Source: an optimization exercise on an open RTL-to-GDS flow (aim: small area and a short achievable clock period). Production flows keep margins and buffers that such runs may drop.
No functional check of the RTL was part of any run shown here.
Power is estimated from default activity; no workload was simulated.

### flow/constraint.sdc
create_clock -name core_clock -period 6.0 [get_ports {clk}]
set_input_delay 1.2000 -clock core_clock [delete_from_list [all_inputs] [get_ports {clk}]]
set_output_delay 1.2000 -clock core_clock [all_outputs]
set_load 0.01 [all_outputs]
### flow/config.mk
export PLATFORM = sky130hd
export DESIGN_NAME = pkt_router_mc
export DESIGN_NICKNAME = pkt_router_mc
export VERILOG_FILES = /design/flow/design.v
export SDC_FILE = /design/flow/constraint.sdc
export NUM_CORES = 4
export LEC_CHECK = 0
export CAP_MARGIN = 20
export CORE_AREA = 2 2 318 318
export DIE_AREA = 0 0 320 320
export SLEW_MARGIN = 20
### flow/flow/run.sh
#!/bin/bash
# Standard ORFS layout with smaller (buf_1) port buffers and denser pin
# placement, so the die can shrink. Make output goes to flow_make.log; ORFS
# keeps each step's tool log under orfs/logs.
set -euo pipefail
bash standard.sh \
  'BUFFER_PORTS_ARGS=-buffer_cell sky130_fd_sc_hd__buf_1' \
  'PLACE_PINS_ARGS=-min_distance 1 -min_distance_in_tracks' \
  finish > flow_make.log 2>&1
### flow/standard.sh
#!/bin/bash
# synth_recipe.tcl (not shown) runs the flow's synth.tcl, then flattens the netlist and writes it again
# the make line also repeats each setting of config.mk as NAME=value (left out here)
make -C /OpenROAD-flow-scripts/flow DESIGN_CONFIG=/design/flow/config.mk WORK_HOME=/design/flow/orfs CLKGATE_MAP_FILE= SYNTH_SCRIPT=/design/flow/synth_recipe.tcl "${@:-finish}"
### flow/design.v
package pkt_router_pkg;
  localparam int unsigned DEF_PKT_BITS  = 72;
  localparam int unsigned DEF_KEY_BITS  = 32;
  localparam int unsigned DEF_KEY_LSB   = 8;
  localparam int unsigned DEF_NUM_CHANS = 8;
  localparam int unsigned DEF_NUM_RREGS = 16;
  localparam int unsigned MAX_RREGS = 64;
  localparam int unsigned CNT_DROP   = 0;
  localparam int unsigned CNT_ROUTED = 1;
endpackage
module pkt_router_lookup
#(
  parameter int unsigned KEY_BITS  = pkt_router_pkg::DEF_KEY_BITS,
  parameter int unsigned NUM_CHANS = pkt_router_pkg::DEF_NUM_CHANS,
  parameter int unsigned NUM_RREGS = pkt_router_pkg::DEF_NUM_RREGS
) (
  input  logic [KEY_BITS-1:0]            key,
  input  logic [NUM_RREGS*KEY_BITS-1:0]  reg_key,
  input  logic [NUM_RREGS*KEY_BITS-1:0]  reg_mask,
  input  logic [NUM_RREGS*NUM_CHANS-1:0] reg_route,
  output logic [NUM_CHANS-1:0]           route
);
  localparam int unsigned LVLS = $clog2(NUM_RREGS);
  localparam int unsigned N2   = 1 << LVLS;
  logic [N2-1:0]           f   [LVLS+1];
  logic [NUM_CHANS-1:0]    r   [LVLS+1][N2];
  always_comb begin
    for (int unsigned i = 0; i < N2; i++) begin
      if (i < NUM_RREGS) begin
        f[0][i] = ((key & reg_mask[i*KEY_BITS +: KEY_BITS]) == reg_key[i*KEY_BITS +: KEY_BITS]);
        r[0][i] = reg_route[i*NUM_CHANS +: NUM_CHANS];
      end else begin
        f[0][i] = 1'b0;
        r[0][i] = '0;
      end
    end
    for (int unsigned l = 0; l < LVLS; l++) begin
      for (int unsigned i = 0; i < N2; i++) begin
        if (i < (N2 >> (l + 1))) begin
          f[l+1][i] = f[l][2*i] | f[l][2*i+1];
          r[l+1][i] = f[l][2*i] ? r[l][2*i] : (f[l][2*i+1] ? r[l][2*i+1] : '0);
        end else begin
          f[l+1][i] = 1'b0;
          r[l+1][i] = '0;
        end
      end
    end
    route = r[LVLS][0];
  end
endmodule
module pkt_router_mc
#(
  parameter int unsigned PKT_BITS  = pkt_router_pkg::DEF_PKT_BITS,
  parameter int unsigned KEY_BITS  = pkt_router_pkg::DEF_KEY_BITS,
  parameter int unsigned KEY_LSB   = pkt_router_pkg::DEF_KEY_LSB,
  parameter int unsigned NUM_CHANS = pkt_router_pkg::DEF_NUM_CHANS,
  parameter int unsigned NUM_RREGS = pkt_router_pkg::DEF_NUM_RREGS
) (
  input  logic                           clk,
  input  logic                           reset,
  input  logic [31:0]                    drop_wait_in,
  input  logic [NUM_RREGS*KEY_BITS-1:0]  reg_key_in,
  input  logic [NUM_RREGS*KEY_BITS-1:0]  reg_mask_in,
  input  logic [NUM_RREGS*NUM_CHANS-1:0] reg_route_in,
  input  logic [PKT_BITS-1:0]            pkt_in_data_in,
  input  logic                           pkt_in_vld_in,
  output logic                           pkt_in_rdy_out,
  output logic [NUM_CHANS*PKT_BITS-1:0]  pkt_out_data_out,
  output logic [NUM_CHANS-1:0]           pkt_out_vld_out,
  input  logic [NUM_CHANS-1:0]           pkt_out_rdy_in,
  output logic [1:0]                     rt_cnt_out
);
  logic                          l_go;
  logic                          l_zr;
  logic [PKT_BITS-1:0]           l_data;
  logic [NUM_CHANS-1:0]          l_route;
  logic [31:0]                   wait_cnt;
  logic                          wait_zero;
  logic                          rdy_base;
  logic [NUM_CHANS-1:0]          out_vld;
  logic [NUM_CHANS*PKT_BITS-1:0] out_data;
  logic [NUM_CHANS-1:0] route_lu;
  logic [NUM_CHANS-1:0] ch_free;
  logic                 all_free;
  logic                 dispatch;
  logic                 blocked;
  logic                 drop;
  logic                 rdy;
  logic                 accept;
  logic                 go_nxt;
  logic                 wz_nxt;
  logic [31:0]          wait_nxt;
  pkt_router_lookup #(
    .KEY_BITS (KEY_BITS),
    .NUM_CHANS(NUM_CHANS),
    .NUM_RREGS(NUM_RREGS)
  ) u_lookup (
    .key      (pkt_in_data_in[KEY_LSB +: KEY_BITS]),
    .reg_key  (reg_key_in),
    .reg_mask (reg_mask_in),
    .reg_route(reg_route_in),
    .route    (route_lu)
  );
  always_comb begin
    ch_free  = ~out_vld | pkt_out_rdy_in;
    all_free = ((l_route & ~ch_free) == '0);
    dispatch = l_go && all_free;
    blocked  = l_go && !all_free;
    drop     = l_zr || (blocked && wait_zero);
    rdy      = rdy_base || all_free;
    accept   = pkt_in_vld_in && rdy;
    go_nxt   = rdy ? (pkt_in_vld_in && (route_lu != '0)) : l_go;
    if (blocked && !wait_zero) begin
      wait_nxt = wait_cnt - 32'd1;
      wz_nxt   = (wait_cnt == 32'd1);
    end else begin
      wait_nxt = drop_wait_in;
      wz_nxt   = (drop_wait_in == '0);
    end
  end
  assign pkt_in_rdy_out   = rdy;
  assign pkt_out_vld_out  = out_vld;
  assign pkt_out_data_out = out_data;
  assign rt_cnt_out[pkt_router_pkg::CNT_DROP]   = drop && !reset;
  assign rt_cnt_out[pkt_router_pkg::CNT_ROUTED] = dispatch && !reset;
  always_ff @(posedge clk) begin
    if (reset) begin
      l_go     <= 1'b0;
      l_zr     <= 1'b0;
      rdy_base <= 1'b1;
      out_vld  <= '0;
    end else begin
      l_go     <= go_nxt;
      l_zr     <= accept && (route_lu == '0);
      rdy_base <= !go_nxt || wz_nxt;
      for (int unsigned c = 0; c < NUM_CHANS; c++) begin
        if (dispatch && l_route[c]) out_vld[c] <= 1'b1;
        else if (pkt_out_rdy_in[c]) out_vld[c] <= 1'b0;
      end
    end
  end
  always_ff @(posedge clk) begin
    wait_cnt  <= wait_nxt;
    wait_zero <= wz_nxt;
    if (rdy) begin
      l_data  <= pkt_in_data_in;
      l_route <= route_lu;
    end
    for (int unsigned c = 0; c < NUM_CHANS; c++) begin
      if (ch_free[c]) out_data[c*PKT_BITS +: PKT_BITS] <= l_data;
    end
  end
endmodule
==> results of run 1 <==
## layer usage
layer | GRT overflow | GRT usage
met1 | 2 | 0.466
met2 | 8 | 0.667
met3 | 0 | 0.218
met4 | 4 | 0.462
met5 | 0 | 0.0279
## power by group through the flow
stage	combinational (uW)	sequential [uW]	clock (uW)
3_3_place_gp	1400	5800	0
3_5_place_dp	1410	5810	0
4_1_cts	1410	5710	3840
2_1_floorplan	452	5890	0
## cells in the mapped netlist (10+ instances only)
cell      number  area, um2
edfxtp_1     656      19700
a21oi_1      286       1430
and3_1       257       1610
nand3_1      133        666
a21o_1       131        983
o22a_1       131       1150
a211oi_1     130        976
and3b_1      128       1120
a21boi_0     124        931
nand2_1       80        300
nand4_1       67        419
o21ai_0       65        325
dfxtp_1       44        881
buf_2         42        210
buf_4         39        293
inv_1         38        143
nand2b_1      33        206
nor4_1        27        169
nor2_1        22       82.6
xnor2_1       20        175
clkbuf_1      19       71.3
buf_6         14        158
o211ai_1      13       97.6
nor3_1        12       60.1
nor2b_1       10       62.6
## kinds of logic after synthesis
family                     Yosys count
AOI/OAI and AO/OA                  924
xor gates and xnor gates            28
adders and majority gates            2
buffers and inverters              153
DFF                                700
and+or+nand+nor                    801
## through the flow
stage | util | setup slack, ps | cell area [um2] | std cells
after global placement | 0.422 | 27.9 | 41700 | 5711
after floorplan | - | 22.4 | 33000 | 2608
after CTS | 0.442 | 649 | 43600 | 5821
after detailed placement | 0.422 | 22.4 | 41700 | 5711
## worst max path at each step
| stage | depth (start not counted) | to | slack, ps | startpoint |
|---|---|---|---|---|
| after detailed placement | 14 | rdy_base | 20 | pkt_in_data_in[17] |
| after CTS | 14 | rdy_base | 650 | pkt_in_data_in[17] |
| after floorplan | 5 | pkt_in_rdy_out | 20 | pkt_out_rdy_in[4] |
| after global placement | 14 | rdy_base | 30 | pkt_in_data_in[17] |
==> results.yml, run 1 <==
synth:
  synthArstFlopShare: 0
  synth_area_per_cell_um2: 12.7
  syn-num-nets: 3877
  ys_seq_elements: 700
  synth_xor_xnor_area_share: 0.00743
  syn_inst: 2608
  yosysSeqAreaShare: 0.623
  synth_compound_area_frac: 0.190
  synth.distinct_cells: 59
  synthAdderAreaFrac: 0.000758
  synth_ff_type: "edfxtp_1"
  synth_edf_count: 656
  yosys.area_share.simple: 0.152
  synthMuxAreaShare: 0
  synth_top_family_by_area: "compound AO/OA/AOI/OAI gates"
  netlist_area_mm2: 0.0330
  ys_warn_count: 4
clock_tree:
  cts_max_path_buffers: 3
  cts_resized: 0
  post_cts_buffers: 0
  clock_sinks: 700
  root_buffer: "clkbuf_16"
  ctsHoldBuffers: 0
  tritoncts.num_buffers: 60
  cts_max_level: 2
global_route:
  grt_pass1_vias: 33900
  overflow: 14
  grt_use_total: 0.456
  grt_pass1_wl_mm: 310
  grt_max_degree: 53
placed_design:
  io_buffers: 1853
  place.gp.congestion: 1.19
  place_hpwl_mm: 189
die:
  die_y_um: 320
  pin_count: 1854
  dieWidth_um: 320
  start_util: 0.335
  row_count: 115
outcome:
  status: "stopped before the end"
  error_line: "[ERROR GRT-0116] Global routing finished with congestion. Check the congestion regions in the DRC Viewer."
  haltStage: "global routing"
==> inputs of run 2 (changes only) <==
--- a/flow/flow/run.sh
+++ b/flow/flow/run.sh
@@ -6,4 +6,5 @@
 bash standard.sh \
   'BUFFER_PORTS_ARGS=-buffer_cell sky130_fd_sc_hd__buf_1' \
+  'ROUTING_LAYER_ADJUSTMENT=0.1' \
   'PLACE_PINS_ARGS=-min_distance 1 -min_distance_in_tracks' \
   finish > flow_make.log 2>&1
==> run 2 against run 1 <==
The run again fails in global routing; area after synthesis did not move; synthesized cell count did not move.
==> results.yml, run 2 <==
outcome:
  status: "stopped before the end"
  haltStage: "global routing"
  error_line: "[ERROR GRT-0116] Global routing finished with congestion. Check the congestion regions in the DRC Viewer."
global_route:
  grt_pass1_vias: 33900
  grt_max_degree: 53
  overflow: 14
  grt_use_total: 0.456
  grt_pass1_wl_mm: 310
synth:
  synth_edf_count: 656
  synth_area_leaders: "edfxtp_1, and3_1, a21oi_1"
  yosysSeqAreaShare: 0.623
  synth_area_leader_cell: "edfxtp_1"
  synth_area_per_cell_um2: 12.7
  yosysTopAreaCellShare: 0.596
  ys_warn_count: 4
  synth_commonest_cells: "edfxtp_1, a21oi_1, and3_1"
  synth_most_common_cell: "edfxtp_1"
  syn-num-nets: 3877
  ys_seq_elements: 700
  syn_inst: 2608
  synth_ff_type: "edfxtp_1"
  netlist_area_mm2: 0.0330
  synthArstFlopShare: 0
  synth.distinct_cells: 59
placed_design:
  place_hpwl_mm: 189
  io_buffers: 1853
  place.gp.congestion: 1.19
  post-place-ws_ps: 22.4
die:
  dieWidth_um: 320
  die_y_um: 320
  start_util: 0.335
  row_count: 115
  pin_count: 1854
clock_tree:
  ctsHoldBuffers: 0
  cts_max_path_buffers: 3
  tritoncts.num_buffers: 60
  cts_max_level: 2
  post_cts_buffers: 0
  cts_resized: 0
  clock_sinks: 700
  root_buffer: "clkbuf_16"
run 2: cell counts after synthesis:
Identical to the previous run, type by type.
run 2: per-stage QoR:
| stage | cell area, um2 | instances | total power [uW] |
|---|---|---|---|
| after floorplan | 33000 | 2608 | 6340 |
| after global placement | 41700 | 5711 | 7200 |
| after detailed placement | 41700 | 5711 | 7220 |
| after CTS | 43600 | 5821 | 11000 |
run 2: worst max path at each step:
| stage | startpoint | endpoint | slack [ps] | cells after the start |
|---|---|---|---|---|
| detailed placement | pkt_in_data_in[17] | rdy_base | 20 | 14 |
| floorplan | pkt_out_rdy_in[4] | pkt_in_rdy_out | 20 | 5 |
| CTS | pkt_in_data_in[17] | rdy_base | 650 | 14 |
| global placement | pkt_in_data_in[17] | rdy_base | 30 | 14 |
run 2: logic make-up after synthesis:
logic type / after synthesis / synth area share
AO/OA/AOI/OAI: 924 / 0.190
XOR/XNOR: 28 / 0.00743
adder cells (fa/ha/maj): 2 / 0.000758
AND/OR/NAND/NOR: 801 / 0.152
flip-flops: 700 / 0.623
buffers and inverters: 153 / 0.0266
run 2: power by group through the flow:
stage / clock, uW / combinational [uW] / sequential (uW)
4_1_cts: 3840 / 1410 / 5710
3_5_place_dp: 0 / 1410 / 5810
2_1_floorplan: 0 / 452 / 5890
3_3_place_gp: 0 / 1400 / 5800
run 2: layer usage:
layer  global-route usage  overflow
met5               0.0279         0
met4                0.462         4
met3                0.218         0
met2                0.667         8
met1                0.466         2
==> inputs of run 3 (changes only) <==
--- a/flow/flow/run.sh
+++ b/flow/flow/run.sh
@@ -6,5 +6,4 @@
 bash standard.sh \
   'BUFFER_PORTS_ARGS=-buffer_cell sky130_fd_sc_hd__buf_1' \
-  'ROUTING_LAYER_ADJUSTMENT=0.1' \
   'PLACE_PINS_ARGS=-min_distance 1 -min_distance_in_tracks' \
   finish > flow_make.log 2>&1
--- a/flow/config.mk
+++ b/flow/config.mk
@@ -7,5 +7,5 @@
 export LEC_CHECK = 0
 export CAP_MARGIN = 20
-export CORE_AREA = 2 2 318 318
-export DIE_AREA = 0 0 320 320
+export CORE_AREA = 2 2 278 278
+export DIE_AREA = 0 0 280 280
 export SLEW_MARGIN = 20
==> run 3 against run 2 <==
The flow again stops in global routing; synthesized cell count did not move; area after synthesis stayed put.
==> results.yml, run 3 <==
synth:
  synth_most_common_cell: "edfxtp_1"
  synth_area_leader_cell: "edfxtp_1"
  synth_area_per_cell_um2: 12.7
  yosysTopAreaCellShare: 0.596
  synth_edf_count: 656
  synth_commonest_cells: "edfxtp_1, a21oi_1, and3_1"
  yosysSeqAreaShare: 0.623
  syn_inst: 2608
  ys_warn_count: 4
  syn-num-nets: 3877
  netlist_area_mm2: 0.0330
  synth_area_leaders: "edfxtp_1, and3_1, a21oi_1"
  synth_ff_type: "edfxtp_1"
  synth.distinct_cells: 59
  ys_seq_elements: 700
  synthArstFlopShare: 0
die:
  start_util: 0.436
  die_y_um: 280
  pin_count: 1854
  row_count: 101
  dieWidth_um: 280
clock_tree:
  cts_resized: 0
  tritoncts.num_buffers: 59
  clock_sinks: 700
  ctsHoldBuffers: 0
  cts_max_level: 2
  root_buffer: "clkbuf_16"
  cts_max_path_buffers: 3
  post_cts_buffers: 0
global_route:
  grt_pass1_vias: 34000
  grt_use_total: 0.593
  overflow: 61
  grt_pass1_wl_mm: 308
  grt_max_degree: 67
placed_design:
  post-place-ws_ps: 376
  place.gp.congestion: 1.16
  place_hpwl_mm: 178
  io_buffers: 1853
outcome:
  error_line: "[ERROR GRT-0116] Global routing finished with congestion. Check the congestion regions in the DRC Viewer."
  status: "stopped before the end"
  haltStage: "global routing"
## run 3: cell counts after synthesis
Identical to the previous run, type by type.
## run 3: routing by layer
layer  overflow  GRT usage
met1          0      0.627
met2         41      0.788
met4         20      0.545
met5          0     0.0769
met3          0      0.382
## run 3: logic make-up after synthesis
group | count (synthesis) | synth area share
adder cells (fa/ha/maj) | 2 | 0.000758
XOR/XNOR | 28 | 0.00743
flip-flops | 700 | 0.623
AO/OA/AOI/OAI | 924 | 0.190
buffers and inverters | 153 | 0.0266
AND/OR/NAND/NOR | 801 | 0.152
## run 3: worst min path at each step
| stage | to | start | cells after the start |
|---|---|---|---|
| CTS | out_vld[0] | l_route[0] | 2 |
| detailed placement | out_vld[0] | l_route[0] | 2 |
| global placement | out_vld[0] | l_route[0] | 2 |
| floorplan | out_vld[0] | l_route[0] | 2 |
## run 3: power by group through the flow
stage               combinational, uW  clock, uW  sequential, uW
CTS                              1390       3700            5700
detailed placement               1380          0            5800
global placement                 1370          0            5800
floorplan                         452          0            5890
## run 3: stage by stage
step	total power (uW)	area, um2	std cells
detailed placement	7180	41300	5404
CTS	10800	43100	5511
global placement	7170	41300	5404
floorplan	6340	33000	2608
